This design comes from an exercise in tuning for small area and few clock cycles per item on the open sky130 flow, not from production work. RTL that was checked went through simulation tests only; none was proved equivalent to the original.

== run 3 ==
==> flow/design.v <==
`timescale 1ns / 1ps
`default_nettype none
module multi_slot_stopwatch (
	input  wire                 clk,
	input  wire                 arst_n,
	input  wire                 cmd_valid,
	output logic                cmd_stall,
	input  wire  [7:0]          cmd,
	output logic                rsp_valid,
	input  wire                 rsp_stall,
	output logic [70:0]         rsp
);
	localparam logic [3:0] OP_TICK       = 4'd0;
	localparam logic [3:0] OP_START      = 4'd1;
	localparam logic [3:0] OP_STOP       = 4'd2;
	localparam logic [3:0] OP_RESTART    = 4'd3;
	localparam logic [3:0] OP_CLAIM      = 4'd4;
	localparam logic [3:0] OP_CLAIM_FREE = 4'd5;
	localparam logic [3:0] OP_RELEASE    = 4'd6;
	localparam logic [3:0] OP_RESTAMP    = 4'd7;
	localparam logic [3:0] OP_QUERY      = 4'd8;
	localparam logic [10:0] MAX_H  = 11'd1193;
	localparam logic [5:0]  MAX_M  = 6'd2;
	localparam logic [5:0]  MAX_S  = 6'd47;
	localparam logic [9:0]  MAX_MS = 10'd295;
	wire [3:0] op = cmd[7:4];
	wire [3:0] sl = cmd[3:0];
	logic vld_q;
	wire  hold = vld_q && rsp_stall;
	wire  take = cmd_valid && !hold;
	assign cmd_stall = hold;
	assign rsp_valid = vld_q;
	always_ff @(posedge clk or negedge arst_n) begin
		if (!arst_n) begin
			vld_q <= 1'b0;
		end else if (!hold) begin
			vld_q <= cmd_valid;
		end
	end
	logic [9:0]  e_ms;
	logic [5:0]  e_s, e_m;
	logic [10:0] e_h;
	logic        running;
	logic [15:0] busy;
	logic [9:0]  st_ms [16];
	logic [5:0]  st_s  [16];
	logic [5:0]  st_m  [16];
	logic [10:0] st_h  [16];
	logic [15:0] free_oh;
	logic [3:0]  free_idx;
	logic        free_found;
	always_comb begin
		free_oh  = '0;
		free_idx = '0;
		for (int i = 15; i >= 0; i--) begin
			if (!busy[i]) begin
				free_oh     = '0;
				free_oh[i]  = 1'b1;
				free_idx    = 4'(i);
			end
		end
		free_found = !(&busy);
	end
	logic [15:0] sl_oh;
	always_comb begin
		sl_oh = '0;
		sl_oh[sl] = 1'b1;
	end
	wire is_claim   = op == OP_CLAIM;
	wire is_cfree   = op == OP_CLAIM_FREE;
	wire is_release = op == OP_RELEASE;
	wire is_restamp = op == OP_RESTAMP;
	wire is_query   = op == OP_QUERY;
	wire [15:0] we = {16{take}} &
		(({16{is_claim | is_release | is_restamp}} & sl_oh) | ({16{is_cfree}} & free_oh));
	wire e_zero = (e_ms == '0) && (e_s == '0) && (e_m == '0) && (e_h == '0);
	wire e_max  = (e_ms == MAX_MS) && (e_s == MAX_S) && (e_m == MAX_M) && (e_h == MAX_H);
	always_ff @(posedge clk or negedge arst_n) begin
		if (!arst_n) begin
			e_ms    <= '0;
			e_s     <= '0;
			e_m     <= '0;
			e_h     <= '0;
			running <= 1'b0;
			busy    <= '0;
		end else if (take) begin
			case (op)
				OP_TICK: begin
					if (running) begin
						if (e_max) begin
							e_ms <= '0;
							e_s  <= '0;
							e_m  <= '0;
							e_h  <= '0;
						end else if (e_ms != 10'd999) begin
							e_ms <= e_ms + 10'd1;
						end else begin
							e_ms <= '0;
							if (e_s != 6'd59) begin
								e_s <= e_s + 6'd1;
							end else begin
								e_s <= '0;
								if (e_m != 6'd59) begin
									e_m <= e_m + 6'd1;
								end else begin
									e_m <= '0;
									e_h <= e_h + 11'd1;
								end
							end
						end
					end
				end
				OP_START, OP_STOP: begin
					e_ms    <= '0;
					e_s     <= '0;
					e_m     <= '0;
					e_h     <= '0;
					running <= op == OP_START;
				end
				OP_RESTART: begin
					if (e_zero) begin
						running <= 1'b1;
					end
				end
				OP_CLAIM: busy[sl] <= 1'b1;
				OP_CLAIM_FREE: busy <= busy | free_oh;
				OP_RELEASE: busy[sl] <= 1'b0;
				default: begin
				end
			endcase
		end
	end
	always_ff @(posedge clk) begin
		for (int i = 0; i < 16; i++) begin
			if (we[i]) begin
				st_ms[i] <= e_ms;
				st_s[i]  <= e_s;
				st_m[i]  <= e_m;
				st_h[i]  <= e_h;
			end
		end
	end
	wire [15:0] qsel = {16{is_query}} & busy & sl_oh;
	wire        qb   = |qsel;
	logic [32:0] s_cat;
	always_comb begin
		s_cat = {33{!qb}} & {e_h, e_m, e_s, e_ms};
		for (int i = 0; i < 16; i++) begin
			s_cat = s_cat | ({33{qsel[i]}} & {st_h[i], st_m[i], st_s[i], st_ms[i]});
		end
	end
	wire [9:0]  s_ms = s_cat[9:0];
	wire [5:0]  s_s  = s_cat[15:10];
	wire [5:0]  s_m  = s_cat[21:16];
	wire [10:0] s_h  = s_cat[32:22];
	wire [32:0] e_cat = {e_h, e_m, e_s, e_ms};
	wire [33:0] dif   = {1'b0, e_cat} - {1'b0, s_cat};
	wire [33:0] brw   = dif ^ {1'b0, e_cat} ^ {1'b0, s_cat};
	logic [3:0] slot_out;
	logic       status;
	logic       slot_busy;
	wire        busy_sl = |(busy & sl_oh);
	always_comb begin
		slot_out  = '0;
		status    = 1'b0;
		slot_busy = 1'b0;
		case (op)
			OP_CLAIM: begin
				slot_out  = sl;
				slot_busy = 1'b1;
			end
			OP_CLAIM_FREE: begin
				slot_out  = free_found ? free_idx : 4'd0;
				slot_busy = free_found;
				status    = !free_found;
			end
			OP_RELEASE: slot_out = sl;
			OP_RESTAMP, OP_QUERY: begin
				slot_out  = sl;
				slot_busy = busy_sl;
			end
			default: begin
			end
		endcase
	end
	logic [3:0]  r_slot;
	logic        r_status;
	logic        r_busy;
	logic [32:0] r_dif;
	logic        r_b_ms, r_b_s, r_b_m, r_wrap;
	always_ff @(posedge clk) begin
		if (!hold) begin
			r_slot   <= slot_out;
			r_status <= status;
			r_busy   <= slot_busy;
			r_dif    <= dif[32:0];
			r_b_ms   <= brw[10];
			r_b_s    <= brw[16];
			r_b_m    <= brw[22];
			r_wrap   <= brw[33];
		end
	end
	wire [9:0]  f_ms = r_dif[9:0];
	wire [5:0]  f_s  = r_dif[15:10];
	wire [5:0]  f_m  = r_dif[21:16];
	wire [10:0] f_h  = r_dif[32:22];
	wire        c0   = r_wrap && (r_b_ms ? (f_ms >= 10'd728) : (f_ms >= 10'd704));
	wire        c1   = r_wrap && (r_b_s ? (f_s >= 6'd17) || (c0 && (f_s == 6'd16))
	                                    : (f_s >= 6'd13) || (c0 && (f_s == 6'd12)));
	wire        c2   = r_wrap && (r_b_m ? (f_m >= 6'd62) || (c1 && (f_m == 6'd61))
	                                    : (f_m >= 6'd58) || (c1 && (f_m == 6'd57)));
	wire [9:0]  k_ms = (r_b_ms ? 10'd1000 : 10'd0) + (!r_wrap ? 10'd0 : c0 ? 10'd320 : 10'd296);
	wire [5:0]  k_s  = (r_b_s ? 6'd60 : 6'd0) + (!r_wrap ? 6'd0 : c1 ? 6'd51 : 6'd47) + 6'(c0);
	wire [5:0]  k_m  = (r_b_m ? 6'd60 : 6'd0) + (!r_wrap ? 6'd0 : c2 ? 6'd6 : 6'd2) + 6'(c1);
	wire [9:0]  o_ms = f_ms + k_ms;
	wire [5:0]  o_s  = f_s + k_s;
	wire [5:0]  o_m  = f_m + k_m;
	wire [10:0] o_h  = f_h + (!r_wrap ? 11'd0 : c2 ? 11'd1194 : 11'd1193);
	wire [3:0]  k_sel = {r_wrap, r_b_m, r_b_s, r_b_ms};
	wire [31:0] k_c   = '0
			| ({32{k_sel == 4'd0}} & 32'd3077644864)
			| ({32{k_sel == 4'd1}} & 32'd3077644840)
			| ({32{k_sel == 4'd2}} & 32'd3077640864)
			| ({32{k_sel == 4'd3}} & 32'd3077640840)
			| ({32{k_sel == 4'd4}} & 32'd3077404864)
			| ({32{k_sel == 4'd5}} & 32'd3077404840)
			| ({32{k_sel == 4'd6}} & 32'd3077400864)
			| ({32{k_sel == 4'd7}} & 32'd3077400840)
			| ({32{k_sel == 4'd8}} & 32'd4294779456)
			| ({32{k_sel == 4'd9}} & 32'd4294779432)
			| ({32{k_sel == 4'd10}} & 32'd4294775456)
			| ({32{k_sel == 4'd11}} & 32'd4294775432)
			| ({32{k_sel == 4'd12}} & 32'd4294539456)
			| ({32{k_sel == 4'd13}} & 32'd4294539432)
			| ({32{k_sel == 4'd14}} & 32'd4294535456)
			| ({32{k_sel == 4'd15}} & 32'd4294535432);
	wire [31:0] p_h  = 32'(f_h);
	wire [31:0] p_m  = 32'(f_m);
	wire [31:0] p_s  = 32'(f_s);
	wire [10:0] c_h  = ~f_h;
	wire [5:0]  c_m  = ~f_m;
	wire [5:0]  c_s  = ~f_s;
	wire [31:0] n_h  = 32'(c_h);
	wire [31:0] n_m  = 32'(c_m);
	wire [31:0] n_s  = 32'(c_s);
	wire [31:0] delta = (p_h << 22) + (n_h << 19) + (n_h << 16) + (n_h << 12) + (n_h << 9) + (p_h << 7)
		+ (p_m << 16) + (n_m << 13) + (p_m << 11) + (p_m << 9) + (p_m << 7) + (n_m << 5)
		+ (p_s << 10) + (n_s << 5) + (p_s << 3) + 32'(f_ms) + k_c;
	assign rsp = {r_slot, r_status, r_busy, delta, o_h, o_m, o_s, o_ms};
endmodule
`default_nettype wire
Settings: LEC_CHECK=0, CAP_MARGIN=20, CORE_MARGIN=2, CORE_UTILIZATION=40, CTS_CLUSTER_DIAMETER=100, CTS_CLUSTER_SIZE=30, SLEW_MARGIN=20; clock period 8.5 ns.
run.sh (not shown) runs the stock make flow with config.mk's settings and CLKGATE_MAP_FILE= SYNTH_SCRIPT=/design/flow/synth_recipe.tcl, a recipe that flattens the netlist after the stock synthesis.
Relative to run 3, the following input files were edited for run 1:
-- flow/design.v --
<<< run 3, line 205
	wire [5:0]  f_m  = r_dif[21:16];
	wire [10:0] f_h  = r_dif[32:22];
	wire        c0   = r_wrap && (r_b_ms ? (f_ms >= 10'd728) : (f_ms >= 10'd704));
	wire        c1   = r_wrap && (r_b_s ? (f_s >= 6'd17) || (c0 && (f_s == 6'd16))
	                                    : (f_s >= 6'd13) || (c0 && (f_s == 6'd12)));
	wire        c2   = r_wrap && (r_b_m ? (f_m >= 6'd62) || (c1 && (f_m == 6'd61))
	                                    : (f_m >= 6'd58) || (c1 && (f_m == 6'd57)));
	wire [9:0]  k_ms = (r_b_ms ? 10'd1000 : 10'd0) + (!r_wrap ? 10'd0 : c0 ? 10'd320 : 10'd296);
	wire [5:0]  k_s  = (r_b_s ? 6'd60 : 6'd0) + (!r_wrap ? 6'd0 : c1 ? 6'd51 : 6'd47) + 6'(c0);
	wire [5:0]  k_m  = (r_b_m ? 6'd60 : 6'd0) + (!r_wrap ? 6'd0 : c2 ? 6'd6 : 6'd2) + 6'(c1);
	wire [9:0]  o_ms = f_ms + k_ms;
	wire [5:0]  o_s  = f_s + k_s;
	wire [5:0]  o_m  = f_m + k_m;
	wire [10:0] o_h  = f_h + (!r_wrap ? 11'd0 : c2 ? 11'd1194 : 11'd1193);
	wire [3:0]  k_sel = {r_wrap, r_b_m, r_b_s, r_b_ms};
>>> run 1, line 205
	wire [5:0]  f_m  = r_dif[21:16];
	wire [10:0] f_h  = r_dif[32:22];
	wire [9:0]  d_ms = r_b_ms ? f_ms - 10'd24 : f_ms;
	wire [5:0]  d_s  = r_b_s  ? f_s - 6'd4 : f_s;
	wire [5:0]  d_m  = r_b_m  ? f_m - 6'd4 : f_m;
	wire        c0   = r_wrap && (d_ms >= 10'd704);
	wire        c1   = r_wrap && ((d_s >= 6'd13) || (c0 && (d_s == 6'd12)));
	wire        c2   = r_wrap && ((d_m >= 6'd58) || (c1 && (d_m == 6'd57)));
	wire [9:0]  o_ms = !r_wrap ? d_ms : c0 ? d_ms - 10'd704 : d_ms + 10'd296;
	wire [5:0]  o_s  = !r_wrap ? d_s : (c1 ? d_s - 6'd13 : d_s + 6'd47) + 6'(c0);
	wire [5:0]  o_m  = !r_wrap ? d_m : (c2 ? d_m - 6'd58 : d_m + 6'd2) + 6'(c1);
	wire [10:0] o_h  = f_h + (!r_wrap ? 11'd0 : c2 ? 11'd1194 : 11'd1193);
	wire [3:0]  k_sel = {r_wrap, r_b_m, r_b_s, r_b_ms};
[summary]
Run 1 vs. run 3: per-cell via count in the routed design went down by about 0.5%. ~same design area in run 3 and run 1. Critical path startpoint: r_dif[26] -> run 3, r_wrap -> run 1. Changes observed in run 1 relative to run 3: first-iteration DRC count fell by 301, met3 layer usage reported by global route went up by 0.98 points. Run 1 went all the way through the flow, and no timing, DRC or antenna check failed. Min number of non-clock buffers in the layout across run 3 and run 1: run 1.
No functional check of the RTL was part of any run of this note.


== S ==
multi_slot_stopwatch, a different RTL version from the one above (not shown whole).
Size in the first run: ~2300 cells after synthesis, roughly 630 flip-flops, about 85 I/O pins, about 0.031 mm^2 of cells after synthesis.
clock: 8.5 ns
lec_check: 0
cap_margin: 20
core_margin: 2
core_utilization: 40
slew_margin: 20
S ran in full, but the layout does not pass; the checks complain about setup timing.
#### Input delta (P over S)
diff --git a/flow/design.v b/flow/design.v
--- a/flow/design.v
+++ b/flow/design.v
@@ -201,28 +201,25 @@
 		end
 	end
 	wire [9:0]  f_ms = r_dif[9:0];
 	wire [5:0]  f_s  = r_dif[15:10];
 	wire [5:0]  f_m  = r_dif[21:16];
 	wire [10:0] f_h  = r_dif[32:22];
 	wire [9:0]  d_ms = r_b_ms ? f_ms - 10'd24 : f_ms;
 	wire [5:0]  d_s  = r_b_s  ? f_s - 6'd4 : f_s;
 	wire [5:0]  d_m  = r_b_m  ? f_m - 6'd4 : f_m;
-	wire [10:0] x0   = {1'b0, d_ms} + (r_wrap ? 11'd296 : 11'd0);
-	wire        c0   = x0 >= 11'd1000;
-	wire [9:0]  o_ms = c0 ? 10'(x0 - 11'd1000) : x0[9:0];
-	wire [6:0]  x1   = {1'b0, d_s} + (r_wrap ? 7'd47 : 7'd0) + 7'(c0);
-	wire        c1   = x1 >= 7'd60;
-	wire [5:0]  o_s  = c1 ? 6'(x1 - 7'd60) : x1[5:0];
-	wire [6:0]  x2   = {1'b0, d_m} + (r_wrap ? 7'd2 : 7'd0) + 7'(c1);
-	wire        c2   = x2 >= 7'd60;
-	wire [5:0]  o_m  = c2 ? 6'(x2 - 7'd60) : x2[5:0];
-	wire [10:0] o_h  = f_h + (r_wrap ? 11'd1193 : 11'd0) + 11'(c2);
+	wire        c0   = r_wrap && (d_ms >= 10'd704);
+	wire        c1   = r_wrap && ((d_s >= 6'd13) || (c0 && (d_s == 6'd12)));
+	wire        c2   = r_wrap && ((d_m >= 6'd58) || (c1 && (d_m == 6'd57)));
+	wire [9:0]  o_ms = !r_wrap ? d_ms : c0 ? d_ms - 10'd704 : d_ms + 10'd296;
+	wire [5:0]  o_s  = !r_wrap ? d_s : (c1 ? d_s - 6'd13 : d_s + 6'd47) + 6'(c0);
+	wire [5:0]  o_m  = !r_wrap ? d_m : (c2 ? d_m - 6'd58 : d_m + 6'd2) + 6'(c1);
+	wire [10:0] o_h  = f_h + (!r_wrap ? 11'd0 : c2 ? 11'd1194 : 11'd1193);
 	logic [31:0] k_c;
 	always_comb begin
 		case ({r_wrap, r_b_m, r_b_s, r_b_ms})
 			4'd0: k_c = 32'd3077644864;
 			4'd1: k_c = 32'd3077644840;
 			4'd2: k_c = 32'd3077640864;
 			4'd3: k_c = 32'd3077640840;
 			4'd4: k_c = 32'd3077404864;
 			4'd5: k_c = 32'd3077404840;
--- outcome ---
P: full flow OK, the timing, design-rule and antenna checks passed
| number of filler cells placed in the layout | P vs S | ≈ equal |
Taking S as the reference, in P final non-filler cell area shrank by about 2.3%, via count went up by 239, detailed route wirelength on metal3 rose about 9%.
In the tables for S and P, transition at the pin with the smallest max-transition slack reads higher with S.
S -> P: top-level I/O count delta 0, exact match
From S to P the numbers moved as follows: fraction of standard cell area that is sequential +1.2 points.
Testbench counts of P, summed over its fixed seeds: cycles 24,016, items 24,000.
Only the layout flow was run in S; the RTL was not checked for function there.


Setup of old:
multi_slot_stopwatch, a different RTL version from the one above (not shown whole).
For scale: ~620 flip-flops, ~85 I/O pins.
make LEC_CHECK=0 CAP_MARGIN=20 CORE_MARGIN=2 CORE_UTILIZATION=40 SLEW_MARGIN=20 finish   # period 8.5 ns
old completed end to end; final checks failed (setup timing).
Inputs modified between old and new:
--- a/flow/design.v
+++ b/flow/design.v
@@ -200,31 +200,50 @@
 			r_wrap   <= brw[33];
 		end
 	end
 	wire [9:0]  f_ms = r_dif[9:0];
 	wire [5:0]  f_s  = r_dif[15:10];
 	wire [5:0]  f_m  = r_dif[21:16];
 	wire [10:0] f_h  = r_dif[32:22];
 	wire [9:0]  d_ms = r_b_ms ? f_ms - 10'd24 : f_ms;
 	wire [5:0]  d_s  = r_b_s  ? f_s - 6'd4 : f_s;
 	wire [5:0]  d_m  = r_b_m  ? f_m - 6'd4 : f_m;
-	wire [10:0] x0   = {1'b0, d_ms} + (r_wrap ? 11'd296 : 11'd0);
-	wire        c0   = x0 >= 11'd1000;
-	wire [9:0]  o_ms = c0 ? 10'(x0 - 11'd1000) : x0[9:0];
-	wire [6:0]  x1   = {1'b0, d_s} + (r_wrap ? 7'd47 : 7'd0) + 7'(c0);
-	wire        c1   = x1 >= 7'd60;
-	wire [5:0]  o_s  = c1 ? 6'(x1 - 7'd60) : x1[5:0];
-	wire [6:0]  x2   = {1'b0, d_m} + (r_wrap ? 7'd2 : 7'd0) + 7'(c1);
-	wire        c2   = x2 >= 7'd60;
-	wire [5:0]  o_m  = c2 ? 6'(x2 - 7'd60) : x2[5:0];
-	wire [10:0] o_h  = f_h + (r_wrap ? 11'd1193 : 11'd0) + 11'(c2);
-	wire [31:0] k_fix = (r_b_m ? 32'd240000 : 32'd0) + (r_b_s ? 32'd4000 : 32'd0)
-		+ (r_b_ms ? 32'd24 : 32'd0) + (r_wrap ? 32'd3077832704 : 32'd0);
-	wire [31:0] w_h  = 32'(f_h);
-	wire [31:0] w_m  = 32'(f_m);
-	wire [31:0] w_s  = 32'(f_s);
-	wire [31:0] delta = (w_h << 22) - (w_h << 19) - (w_h << 16) - (w_h << 12) - (w_h << 9) + (w_h << 7)
-		+ (w_m << 16) - (w_m << 13) + (w_m << 11) + (w_m << 9) + (w_m << 7) - (w_m << 5)
-		+ (w_s << 10) - (w_s << 5) + (w_s << 3) + 32'(f_ms) - k_fix;
+	wire        c0   = r_wrap && (d_ms >= 10'd704);
+	wire        c1   = r_wrap && ((d_s >= 6'd13) || (c0 && (d_s == 6'd12)));
+	wire        c2   = r_wrap && ((d_m >= 6'd58) || (c1 && (d_m == 6'd57)));
+	wire [9:0]  o_ms = !r_wrap ? d_ms : c0 ? d_ms - 10'd704 : d_ms + 10'd296;
+	wire [5:0]  o_s  = !r_wrap ? d_s : (c1 ? d_s - 6'd13 : d_s + 6'd47) + 6'(c0);
+	wire [5:0]  o_m  = !r_wrap ? d_m : (c2 ? d_m - 6'd58 : d_m + 6'd2) + 6'(c1);
+	wire [10:0] o_h  = f_h + (!r_wrap ? 11'd0 : c2 ? 11'd1194 : 11'd1193);
+	wire [3:0]  k_sel = {r_wrap, r_b_m, r_b_s, r_b_ms};
+	wire [31:0] k_c   = '0
+			| ({32{k_sel == 4'd0}} & 32'd3077644864)
+			| ({32{k_sel == 4'd1}} & 32'd3077644840)
+			| ({32{k_sel == 4'd2}} & 32'd3077640864)
+			| ({32{k_sel == 4'd3}} & 32'd3077640840)
+			| ({32{k_sel == 4'd4}} & 32'd3077404864)
+			| ({32{k_sel == 4'd5}} & 32'd3077404840)
+			| ({32{k_sel == 4'd6}} & 32'd3077400864)
+			| ({32{k_sel == 4'd7}} & 32'd3077400840)
+			| ({32{k_sel == 4'd8}} & 32'd4294779456)
+			| ({32{k_sel == 4'd9}} & 32'd4294779432)
+			| ({32{k_sel == 4'd10}} & 32'd4294775456)
+			| ({32{k_sel == 4'd11}} & 32'd4294775432)
+			| ({32{k_sel == 4'd12}} & 32'd4294539456)
+			| ({32{k_sel == 4'd13}} & 32'd4294539432)
+			| ({32{k_sel == 4'd14}} & 32'd4294535456)
+			| ({32{k_sel == 4'd15}} & 32'd4294535432);
+	wire [31:0] p_h  = 32'(f_h);
+	wire [31:0] p_m  = 32'(f_m);
+	wire [31:0] p_s  = 32'(f_s);
+	wire [10:0] c_h  = ~f_h;
+	wire [5:0]  c_m  = ~f_m;
+	wire [5:0]  c_s  = ~f_s;
+	wire [31:0] n_h  = 32'(c_h);
+	wire [31:0] n_m  = 32'(c_m);
+	wire [31:0] n_s  = 32'(c_s);
+	wire [31:0] delta = (p_h << 22) + (n_h << 19) + (n_h << 16) + (n_h << 12) + (n_h << 9) + (p_h << 7)
+		+ (p_m << 16) + (n_m << 13) + (p_m << 11) + (p_m << 9) + (p_m << 7) + (n_m << 5)
+		+ (p_s << 10) + (n_s << 5) + (p_s << 3) + 32'(f_ms) + k_c;
 	assign rsp = {r_slot, r_status, r_busy, delta, o_h, o_m, o_s, o_ms};
 endmodule
 `default_nettype wire
Results
Across old and new, a clean result was obtained everywhere but in old. Complete run, failing final checks: old, reason setup timing. Wire length on met1, new vs old: down by a few percent. Against old, wire length in new fell by a few percent. Final hold slack up 0.024 ns in new wrt old. Post-synthesis compound-gate area fraction in new is 0.92 points higher than in old. Cmp old and new / fraction of the cycle the final worst path needs / lower: new. The worst setup path startpoint comes out r_dif[4]$_DFFE_PN_ in one run and r_wrap$_DFFE_PN_ in the other, namely in old and new respectively. Number of non-clock buffers (new vs. old) decreases by more than a quarter.
No functional check of the RTL was part of any run of this note.

-- static timing again, ports no longer ideal --
In the flow no input, the clock included, has a driving cell. The finished layouts below were timed again as built, in two steps.
Step 1 sets driving cells, clkbuf_16 on the clock port and buf_2 on the other inputs (assumed; they add their load-dependent delay and slew).
Step 2 moves the port delays by t, midway between the first and last clock arrival at a register: inputs arrive t later, outputs are due t later. That takes back most of the time a late clock gives input paths.
Slacks: no drivers / after step 1 / after step 2; pairs: no drivers / after step 1.
run	t (ns)	slack for setup (ns)	clock arrival spread, ns	worst register clock-pin slew, ns
run 3	0.675	0.374 / 0.310 / 0.457	0.037 / 0.037	0.12 / 0.12
run 1	0.662	0.232 / 0.169 / 0.395	0.050 / 0.050	0.12 / 0.12
S	0.669	-0.966 / -1.035 / -0.366	0.023 / 0.023	0.06 / 0.06
P	0.690	0.316 / 0.257 / 0.329	0.025 / 0.025	0.07 / 0.07
old	0.659	-0.296 / -0.362 / 0.090	0.033 / 0.033	0.06 / 0.06
new	0.666	0.248 / 0.184 / 0.420	0.022 / 0.022	0.06 / 0.06
